This is an optimization exercise on Yosys and OpenROAD, whose aim is small area, a short achievable clock period and few clock cycles per item, not a production implementation. At most, simulation tests tie the RTL to the original design; equivalence was not proved. Power and IR drop assume default switching activity.

run A:
## proportional_glyph_tile_packer_core
module proportional_glyph_tile_packer_core #(
  parameter int unsigned MAX_TILES = 32
) (
  input  logic        clk,
  input  logic        rst,
  input  logic        glyph_valid,
  output logic        glyph_ready,
  input  logic        glyph_command,
  input  logic [3:0]  glyph_glyph_width,
  input  logic [2:0]  glyph_row_number,
  input  logic [31:0] glyph_upper_glyph_row,
  input  logic [31:0] glyph_lower_glyph_row,
  output logic        tile_valid,
  input  logic        tile_ready,
  output logic [4:0]  tile_tile_slot,
  output logic [2:0]  tile_out_row_number,
  output logic [31:0] tile_upper_tile_row,
  output logic [31:0] tile_lower_tile_row,
  output logic        tile_string_done
);
Size in the first run: ~150 I/O pins.
Settings: LEC_CHECK=0, ABC_AREA=1, ABC_CLOCK_PERIOD_IN_PS=2500, CAP_MARGIN=20, CORE_MARGIN=2, CORE_UTILIZATION=45, CTS_BUF_LIST=sky130_fd_sc_hd__clkbuf_16, CTS_CLUSTER_DIAMETER=100, CTS_CLUSTER_SIZE=25, SETUP_SLACK_MARGIN=2.45, SLEW_MARGIN=20; clock period 5.0 ns.
standard.sh (not shown) runs the stock make flow with config.mk's settings and CLKGATE_MAP_FILE= SYNTH_SCRIPT=/design/flow/synth_recipe.tcl, a recipe that flattens the netlist after the stock synthesis.
==> flow/flow/run.sh <==
#!/bin/bash
cp standard.sh standard_sh.log
export BUFFER_PORTS_ARGS="-buffer_cell sky130_fd_sc_hd__buf_1"
bash standard.sh > standard.log 2>&1
Testbench counts of run A, summed over its fixed seeds: cycles 13,096, rows 13,032.
Relative to run A, the following input files were edited for run B:
Settings: ABC_AREA: 1 -> unset; TNS_END_PERCENT: unset -> 5.
==> notes.md <==
- The flow did not stop early for run B: all stages ran, and the layout cleared the timing, design-rule and antenna checks.
- Higher simple-gate share of the synthesized area among run A and run B: run A
- Side by side, count of fill cells added during filler insertion turned out lower in run B than in run A.
- Looking at area after synthesis, run B sits below run A.
- | wire length after detailed routing | run B vs run A | better |
- Power was higher in the run labelled run B.
- | post-synthesis adder-cell area fraction | run A vs run B | ≈ equal |
- ~same fraction of area in clock buffers and inverters in run A and run B
- Run B ended up with a lower global-route usage than run A did.
Changes in run C relative to run B:
Settings: removing TNS_END_PERCENT (formerly 5); changing ABC_CLOCK_PERIOD_IN_PS from 2500 to 3500.
diff --git a/flow/flow/run.sh b/flow/flow/run.sh
--- a/flow/flow/run.sh
+++ b/flow/flow/run.sh
@@ -2 +1,0 @@
-cp standard.sh standard_sh.log
--- outcome ---
From run B to run C the numbers moved as follows: sequential share of layout area shows a reduction of 0.82 points, critical path depth shows a reduction of 10.
Comparing run B and run C, the higher total track usage is on run C.
Run C against run B: maximum number of pins on one net before global-route repair went down by 32; instance area at placement essentially unchanged; post-detailed-route DRC marker count now sits at about the same level; synthesized cell area held.
When run C is set beside run B, its final standard cell count with taps included and fillers excluded turns out to be 0.78% larger.
In the metrics for run B and run C, the one carrying the higher clock latency on the worst-skew pair is run B.
Run B -> run C: top achievable clock speed increased by a few percent
Comparing final HPWL from detailed placement for run B and run C, the smaller number came from run B.

========
The RTL this note starts from:
==> flow/design.v <==
`default_nettype none
package pgtp_pkg;
  localparam int unsigned PIX_W  = 4;
  localparam int unsigned ROW_W  = 32;
  localparam int unsigned COLS   = 8;
  localparam int unsigned SLOT_OUT_W = 5;
  localparam logic CMD_GLYPH = 1'b0;
  localparam logic CMD_PAD   = 1'b1;
  localparam logic [2:0] LAST_ROW = 3'd7;
  typedef struct packed {
    logic        command;
    logic [3:0]  glyph_width;
    logic [2:0]  row_number;
    logic [31:0] upper_glyph_row;
    logic [31:0] lower_glyph_row;
  } glyph_item_t;
  typedef struct packed {
    logic       wr_en;
    logic       fill_en;
    logic [2:0] fill_next;
    logic       slot_inc;
    logic       slot_clr;
    logic       emit;
    logic       done;
  } store_ctl_t;
endpackage
`default_nettype wire
`default_nettype none
import pgtp_pkg::*;
module pgtp_merge (
  input  logic [2:0]  fill,
  input  logic [31:0] row_upper,
  input  logic [31:0] row_lower,
  input  logic [31:0] buf_upper,
  input  logic [31:0] buf_lower,
  input  logic [7:0]  keep_wb,     
  input  logic [7:0]  take_wb,     
  input  logic [7:0]  keep_out,    
  input  logic [7:0]  take_out,    
  output logic [31:0] wb_upper,
  output logic [31:0] wb_lower,
  output logic [31:0] res_upper,
  output logic [31:0] res_lower
);
  logic [31:0] rot_u, rot_l;
  assign rot_u = ({row_upper, row_upper} << {fill, 2'b00}) >> 32;
  assign rot_l = ({row_lower, row_lower} << {fill, 2'b00}) >> 32;
  always_comb begin
    for (int c = 0; c < COLS; c++) begin
      wb_upper [PIX_W*c +: PIX_W] = (buf_upper[PIX_W*c +: PIX_W] & {PIX_W{keep_wb[c]}})
                                  | (rot_u[PIX_W*c +: PIX_W]     & {PIX_W{take_wb[c]}});
      wb_lower [PIX_W*c +: PIX_W] = (buf_lower[PIX_W*c +: PIX_W] & {PIX_W{keep_wb[c]}})
                                  | (rot_l[PIX_W*c +: PIX_W]     & {PIX_W{take_wb[c]}});
      res_upper[PIX_W*c +: PIX_W] = (buf_upper[PIX_W*c +: PIX_W] & {PIX_W{keep_out[c]}})
                                  | (rot_u[PIX_W*c +: PIX_W]     & {PIX_W{take_out[c]}});
      res_lower[PIX_W*c +: PIX_W] = (buf_lower[PIX_W*c +: PIX_W] & {PIX_W{keep_out[c]}})
                                  | (rot_l[PIX_W*c +: PIX_W]     & {PIX_W{take_out[c]}});
    end
  end
endmodule
`default_nettype wire
`default_nettype none
import pgtp_pkg::*;
module pgtp_row_store (
  input  logic        clk,
  input  logic [31:0] wb_upper,
  input  logic [31:0] wb_lower,
  output logic [31:0] head_upper,
  output logic [31:0] head_lower
);
  logic [31:0] ring_u [COLS];
  logic [31:0] ring_l [COLS];
  always_ff @(posedge clk) begin
    for (int k = 0; k < COLS - 1; k++) begin
      ring_u[k] <= ring_u[k+1];
      ring_l[k] <= ring_l[k+1];
    end
    ring_u[COLS-1] <= wb_upper;
    ring_l[COLS-1] <= wb_lower;
  end
  assign head_upper = ring_u[0];
  assign head_lower = ring_l[0];
endmodule
`default_nettype wire
`default_nettype none
import pgtp_pkg::*;
module proportional_glyph_tile_packer_core #(
  parameter int unsigned MAX_TILES = 32
) (
  input  logic        clk,
  input  logic        rst,
  input  logic        glyph_valid,
  output logic        glyph_ready,
  input  logic        glyph_command,
  input  logic [3:0]  glyph_glyph_width,
  input  logic [2:0]  glyph_row_number,
  input  logic [31:0] glyph_upper_glyph_row,
  input  logic [31:0] glyph_lower_glyph_row,
  output logic        tile_valid,
  input  logic        tile_ready,
  output logic [4:0]  tile_tile_slot,
  output logic [2:0]  tile_out_row_number,
  output logic [31:0] tile_upper_tile_row,
  output logic [31:0] tile_lower_tile_row,
  output logic        tile_string_done
);
  localparam int unsigned SLOT_W = (MAX_TILES > 1) ? $clog2(MAX_TILES) : 1;
  localparam logic [SLOT_W-1:0] SLOT_LAST = SLOT_W'(MAX_TILES - 1);
  logic        in_valid;
  logic        in_cmd;
  logic [3:0]  in_w;
  logic [2:0]  in_row;
  logic [31:0] in_u, in_l;
  logic [2:0]        phase;      
  logic [2:0]        fill;
  logic [SLOT_W-1:0] slot;
  logic        out_valid;
  logic [4:0]  out_slot;
  logic [2:0]  out_row;
  logic [31:0] out_upper, out_lower;
  logic        out_done;
  logic [31:0] head_u, head_l, wb_u, wb_l, res_u, res_l;
  logic [3:0] w_eff;
  logic [3:0] total;
  logic       last;
  logic       emit, wr, step, commit;
  logic [7:0] keep_out, take_out, keep_wb, take_wb, take_carry;
  logic       fill_en;
  logic [2:0] fill_next;
  assign w_eff   = (in_w > 4'd8) ? 4'd8 : in_w;
  assign total   = {1'b0, fill} + w_eff;
  assign last    = (in_row == LAST_ROW);
  logic  at_head;    
  always_comb begin
    for (int c = 0; c < COLS; c++) begin
      take_out[c]   = (4'(c) >= {1'b0, fill}) && (in_cmd == CMD_PAD || 4'(c) < total);
      take_carry[c] = (4'(c + 8) < total);
    end
  end
  assign keep_out = {COLS{fill != 3'd0}};
  assign emit     = (in_cmd == CMD_PAD) ? (fill != 3'd0) : total[3];
  assign wr       = (in_cmd == CMD_PAD) ? (fill != 3'd0) : 1'b1;
  logic rdy_free;    
  assign step        = at_head && (!out_valid || tile_ready);
  assign commit      = step && wr;
  assign glyph_ready = rdy_free || (at_head && tile_ready);
  always_comb begin
    if (!commit) begin
      keep_wb = '1;
      take_wb = '0;
    end else if (in_cmd == CMD_GLYPH && total[3]) begin
      keep_wb = '0;
      take_wb = take_carry;
    end else begin
      keep_wb = keep_out;
      take_wb = take_out;
    end
  end
  always_comb begin
    fill_en   = step && last;
    fill_next = (in_cmd == CMD_PAD) ? 3'd0 : total[2:0];
  end
  pgtp_merge u_merge (
    .fill      (fill),
    .row_upper (in_u),
    .row_lower (in_l),
    .buf_upper (head_u),
    .buf_lower (head_l),
    .keep_wb   (keep_wb),
    .take_wb   (take_wb),
    .keep_out  (keep_out),
    .take_out  (take_out),
    .wb_upper  (wb_u),
    .wb_lower  (wb_l),
    .res_upper (res_u),
    .res_lower (res_l)
  );
  pgtp_row_store u_store (
    .clk        (clk),
    .wb_upper   (wb_u),
    .wb_lower   (wb_l),
    .head_upper (head_u),
    .head_lower (head_l)
  );
  logic       nx_in_valid, nx_out_valid, nx_head;
  logic [2:0] nx_row;
  always_comb begin
    nx_in_valid  = glyph_ready ? glyph_valid : in_valid;
    nx_row       = (glyph_ready && glyph_valid) ? glyph_row_number : in_row;
    nx_out_valid = (step && emit) || (out_valid && !tile_ready);
    nx_head      = nx_in_valid && (nx_row == phase + 3'd1);
  end
  always_ff @(posedge clk) begin
    if (rst) begin
      rdy_free <= 1'b1;
      at_head  <= 1'b0;
    end else begin
      rdy_free <= !nx_in_valid || (nx_head && !nx_out_valid);
      at_head  <= nx_head;
    end
  end
  always_ff @(posedge clk) begin
    if (rst) begin
      in_valid <= 1'b0;
    end else if (glyph_ready) begin
      in_valid <= glyph_valid;
    end
  end
  always_ff @(posedge clk) begin
    if (glyph_ready && glyph_valid) begin
      in_cmd <= glyph_command;
      in_w   <= glyph_glyph_width;
      in_row <= glyph_row_number;
      in_u   <= glyph_upper_glyph_row;
      in_l   <= glyph_lower_glyph_row;
    end
  end
  always_ff @(posedge clk) begin
    if (rst) begin
      phase <= 3'd0;
      fill  <= 3'd0;
      slot  <= '0;
    end else begin
      phase <= phase + 3'd1;
      if (fill_en) begin
        fill <= fill_next;
        if (in_cmd == CMD_PAD) begin
          slot <= '0;
        end else if (total[3]) begin
          slot <= (slot == SLOT_LAST) ? '0 : slot + 1'b1;
        end
      end
    end
  end
  always_ff @(posedge clk) begin
    if (rst) begin
      out_valid <= 1'b0;
    end else if (step && emit) begin
      out_valid <= 1'b1;
    end else if (tile_ready) begin
      out_valid <= 1'b0;
    end
  end
  always_ff @(posedge clk) begin
    if (step && emit) begin
      out_slot  <= 5'(slot);
      out_row   <= in_row;
      out_upper <= res_u;
      out_lower <= res_l;
      out_done  <= (in_cmd == CMD_PAD) && last;
    end
  end
  assign tile_valid          = out_valid;
  assign tile_tile_slot      = out_slot;
  assign tile_out_row_number = out_row;
  assign tile_upper_tile_row = out_upper;
  assign tile_lower_tile_row = out_lower;
  assign tile_string_done    = out_done;
endmodule
`default_nettype wire
==> flow/config.mk <==
export PLATFORM = sky130hd
export DESIGN_NAME = proportional_glyph_tile_packer_core
export DESIGN_NICKNAME = proportional_glyph_tile_packer_core
export VERILOG_FILES = /design/flow/design.v
export SDC_FILE = /design/flow/constraint.sdc
export NUM_CORES = 4
export LEC_CHECK = 0
export ABC_CLOCK_PERIOD_IN_PS = 2000
export CAP_MARGIN = 20
export CORE_MARGIN = 2
export CORE_UTILIZATION = 40
export SETUP_SLACK_MARGIN = 2.9
export SLEW_MARGIN = 20
==> flow/constraint.sdc <==
create_clock -name core_clock -period 5.0 [get_ports {clk}]
set_input_delay 1.0000 -clock core_clock [delete_from_list [all_inputs] [get_ports {clk}]]
set_output_delay 1.0000 -clock core_clock [all_outputs]
set_load 0.01 [all_outputs]
run.sh (not shown) runs the stock make flow with config.mk's settings and CLKGATE_MAP_FILE= SYNTH_SCRIPT=/design/flow/synth_recipe.tcl, a recipe that flattens the netlist after the stock synthesis.
Stock flow here: none of the scripts above is used.
Then changed:
--- a/flow/config.mk
+++ b/flow/config.mk
@@ -7,3 +7,3 @@
 export LEC_CHECK = 0
-export ABC_CLOCK_PERIOD_IN_PS = 2000
+export ABC_CLOCK_PERIOD_IN_PS = 2400
 export CAP_MARGIN = 20
@@ -11,3 +11,3 @@
 export CORE_UTILIZATION = 40
-export SETUP_SLACK_MARGIN = 2.9
+export SETUP_SLACK_MARGIN = 2.6
 export SLEW_MARGIN = 20
Effect: Final area shrinks by 2.6%; utilization decreases by 1.5 points; cell count falls by 1.4%; count of clock-buffer cells in the layout is unchanged; routed wire length went down by 2.0%; die area does not change.
No functional check of the RTL was part of any run of this note.

==> what the ideal ports hide <==
Ports are ideal in the flow. The routed layouts listed here were re-timed in OpenROAD.
Step 1 (the two cells are an assumption about what drives the block):
set clk [get_ports {clk}]
set_driving_cell -lib_cell sky130_fd_sc_hd__clkbuf_16 $clk
set_driving_cell -lib_cell sky130_fd_sc_hd__buf_2 [delete_from_list [all_inputs] $clk]
Step 2 also shifts input and output timing later by t, the mid clock arrival at the registers, as if the neighbouring blocks saw the same clock.
Slacks: ideal ports / drivers / drivers and shift; pairs: ideal ports / drivers.
| run | shift t [ns] | setup WS [ns] | worst setup path after step 2 | slew at the worst register clock pin (ns) |
|---|---|---|---|---|
| run A | 0.630 | 2.405 / 2.364 / 1.846 | input to register | 0.11 / 0.11 |
| run B | 0.641 | 2.311 / 2.330 / 1.694 | input to register | 0.11 / 0.11 |
| run C | 0.626 | 2.401 / 2.359 / 1.925 | input to register | 0.11 / 0.11 |
| the first run of note 2 | 0.636 | 2.403 / 2.403 / 1.921 | input to register | 0.07 / 0.07 |
| the second run of note 2 | 0.665 | 2.334 / 2.334 / 1.962 | input to register | 0.07 / 0.07 |
After both steps setup and hold are still met in every run listed. The setup slack of run B, which loses most, moves by +0.019 ns with the drivers and by -0.617 ns with both steps.
